This is an optimization exercise on Yosys and OpenROAD, whose aim is small area, a short achievable clock period and few clock cycles per item, not a production implementation.
In this exercise RTL edits were held to simulation tests only and were not proved equivalent to the original.
Power figures rest on the tool's default switching activity, not on a simulated workload.

== build 48 ==
Design poly1305_reduce, start of the top module:
module poly1305_reduce
(
  input  logic           clk,
  input  logic           rst,
  input  logic           start,
  input  logic [P_W-1:0] P,
  output logic [H_W-1:0] H,
  output logic           ready,
  output logic           busy
);
  logic [130:0] u;
  logic [130:0] v;
  logic [129:0] sum1;
  logic [1:0]   qt;
  logic [5:0]   l_next;
  logic [129:0] s0_next;
  logic [8-1:0] kb_next;
  logic         kl_next;
  logic         cpre_next;
  logic [129:0] s0;
  logic [8-1:0] kb;
  logic         kl;
  logic         cpre;
  logic [4:0]   l5;
  logic [4:0]   l10;
  logic         e1;
  logic         e2;
  logic         k;
  logic         g_root;
  logic         p_root;
  logic         zc;
  logic         cin5;
  logic         c;
  poly1305_fold5 u_fold (
    .lo (P[129:0]),
    .hi (P[258:130]),
    .u  (u),
    .v  (v)
  );
  logic b0_g0;
  assign b0_g0 = u[0] & v[0];
  logic b0_g1;
  assign b0_g1 = u[1] & v[1];
  logic b0_g2;
  assign b0_g2 = u[2] & v[2];
  logic b0_g3;
  assign b0_g3 = u[3] & v[3];
  logic b0_g4;
  assign b0_g4 = u[4] & v[4];
  logic b0_g5;
  assign b0_g5 = u[5] & v[5];
  logic b0_g6;
  assign b0_g6 = u[6] & v[6];
  logic b0_g7;
  assign b0_g7 = u[7] & v[7];
  logic b0_g8;
  assign b0_g8 = u[8] & v[8];
  logic b0_g9;
  assign b0_g9 = u[9] & v[9];
  logic b0_g10;
  assign b0_g10 = u[10] & v[10];
  logic b0_g11;
  assign b0_g11 = u[11] & v[11];
  logic b0_g12;
  assign b0_g12 = u[12] & v[12];
  logic b0_g13;
  assign b0_g13 = u[13] & v[13];
  logic b0_g14;
  assign b0_g14 = u[14] & v[14];
  logic b0_g15;
  assign b0_g15 = u[15] & v[15];
  logic b0_p0;
  assign b0_p0 = u[0] ^ v[0];
  logic b0_p1;
  ...
Size: about 1500 cells after synthesis, about 390 I/O pins, about 14000 µm² of cells after synthesis.
clock: 6.0 ns
lec_check: 0
cap_margin: 20
core_margin: 2
core_utilization: 40
setup_slack_margin: 2.5
slew_margin: 20
standard.sh (not shown) runs the stock make flow with config.mk's settings and CLKGATE_MAP_FILE= SYNTH_SCRIPT=/design/flow/synth_recipe.tcl, a recipe that flattens the netlist after the stock synthesis.
==> flow/flow/run.sh <==
#!/bin/bash
# Layout flow: the standard layout (standard.sh: ORFS with the standard flow's synthesis, config and
# constraints), except that the port buffers buffer_ports inserts are buf_1 cells instead of
# the cell it picks by default (clkdlybuf4s50_1, a slow delay cell). Every port still gets
# its buffer. The full output of the run is kept in standard_flow.log in this folder; ORFS
# keeps each step's own log under orfs/logs/.
set -euo pipefail
bash standard.sh "BUFFER_PORTS_ARGS=-buffer_cell sky130_fd_sc_hd__buf_1" finish > standard_flow.log 2>&1
Testbench counts of build 48, summed over its fixed seeds: cycles 1,600, items 1,600.
diff inputs: build 48 => build 93
# build 48
export LEC_CHECK = 0
export CAP_MARGIN = 20
export CORE_MARGIN = 2
export CORE_UTILIZATION = 40
export SETUP_SLACK_MARGIN = 2.5
export SLEW_MARGIN = 20
create_clock -name core_clock -period 6.0 [get_ports {clk}]
# build 93
export LEC_CHECK = 0
export CAP_MARGIN = 20
export CORE_MARGIN = 2
export CORE_UTILIZATION = 40
export SETUP_SLACK_MARGIN = 2
export SLEW_MARGIN = 20
create_clock -name core_clock -period 6.0 [get_ports {clk}]
==> flow/run.sh (new file) <==
#!/bin/bash
# synth_recipe.tcl (not shown) runs the flow's synth.tcl, then flattens the netlist and writes it again
# the make line also repeats each setting of config.mk as NAME=value (left out here)
make -C /OpenROAD-flow-scripts/flow DESIGN_CONFIG=/design/flow/config.mk WORK_HOME=/design/flow/orfs CLKGATE_MAP_FILE= SYNTH_SCRIPT=/design/flow/synth_recipe.tcl finish
removed: flow/flow/run.sh
removed: flow/standard.sh
## What came out
There was hardly any difference in sequential power between build 93 and build 48. Build 93 vs. build 48: buffer share of cell area picked up an extra 7.8 points; combinational power increased about 4%. Summary of build 93 over build 48: average size of a mapped cell saw little to no change; wire length reported by the detailed router up about 6%; number of diodes added for antenna fixing shrank by 3. Flip-flop and latch share of the layout cell area for build 93 is lower than for build 48. Build 48 reports its most common cell after layout, fill and taps aside as sky130_fd_sc_hd__buf_1 while build 93 reports sky130_fd_sc_hd__clkdlybuf4s50_1. Detailed-router iteration count before antenna repair for build 93 is higher than for build 48.
Here is what was changed in the inputs of build 95 compared with build 93.
==> flow/flow/run.sh (new file) <==
#!/bin/bash
# Layout flow: the standard layout (standard.sh: ORFS with the standard flow's synthesis, config and
# constraints), except that the port buffers buffer_ports inserts are buf_1 cells instead of
# the cell it picks by default (clkdlybuf4s50_1, a slow delay cell). Every port still gets
# its buffer. The full output of the run is kept in standard_flow.log in this folder; ORFS
# keeps each step's own log under orfs/logs/.
set -euo pipefail
bash standard.sh "BUFFER_PORTS_ARGS=-buffer_cell sky130_fd_sc_hd__buf_1" finish > standard_flow.log 2>&1
==> flow/standard.sh (new file) <==
#!/bin/bash
# synth_recipe.tcl (not shown) runs the flow's synth.tcl, then flattens the netlist and writes it again
# the make line also repeats each setting of config.mk as NAME=value (left out here)
make -C /OpenROAD-flow-scripts/flow DESIGN_CONFIG=/design/flow/config.mk WORK_HOME=/design/flow/orfs CLKGATE_MAP_FILE= SYNTH_SCRIPT=/design/flow/synth_recipe.tcl "${@:-finish}"
removed: flow/run.sh
- Where setup slack after layout is concerned, build 93 is better than build 95.
- Looking at most common cell after layout, fill and taps aside, the sky130_fd_sc_hd__clkdlybuf4s50_1 result is from build 93; the sky130_fd_sc_hd__buf_1 one comes from build 95.
- Cmp build 95 vs build 93: delay of the slowest cell on the worst path higher in build 95
- Side by side, clock power turned out higher in build 95 than in build 93.
- The number of nets at the end of the flow reported for build 95 is smaller than that of build 93 by about 0.9%.
- Delta (build 95 minus build 93): number of buffers outside the clock class in the layout fell by 36, post-layout instance area fell by 7.4%.

[port drivers added, routing unchanged]
The results above use ideal ports. As a check the final layouts listed here were re-extracted and re-timed, cells and wires unchanged.
Step 1 (the two cells are an assumption about what drives the block):
set clk [get_ports {clk}]
set_driving_cell -lib_cell sky130_fd_sc_hd__clkbuf_16 $clk
set_driving_cell -lib_cell sky130_fd_sc_hd__buf_2 [delete_from_list [all_inputs] $clk]
Step 2 also shifts input and output timing later by t, the mid clock arrival at the registers, as if the neighbouring blocks saw the same clock.
Three values: no drivers, after step 1, after step 2; two values: the first two.
run	shift t [ns]	slack for setup (ns)	worst slew at a driven data input, ns
build 48	0.476	1.429 / 1.378 / 1.854	0.08
build 93	0.472	1.341 / 1.290 / 1.708	0.09
build 95	0.458	1.325 / 1.278 / 1.736	0.08
After both steps setup and hold are still met in every run listed.
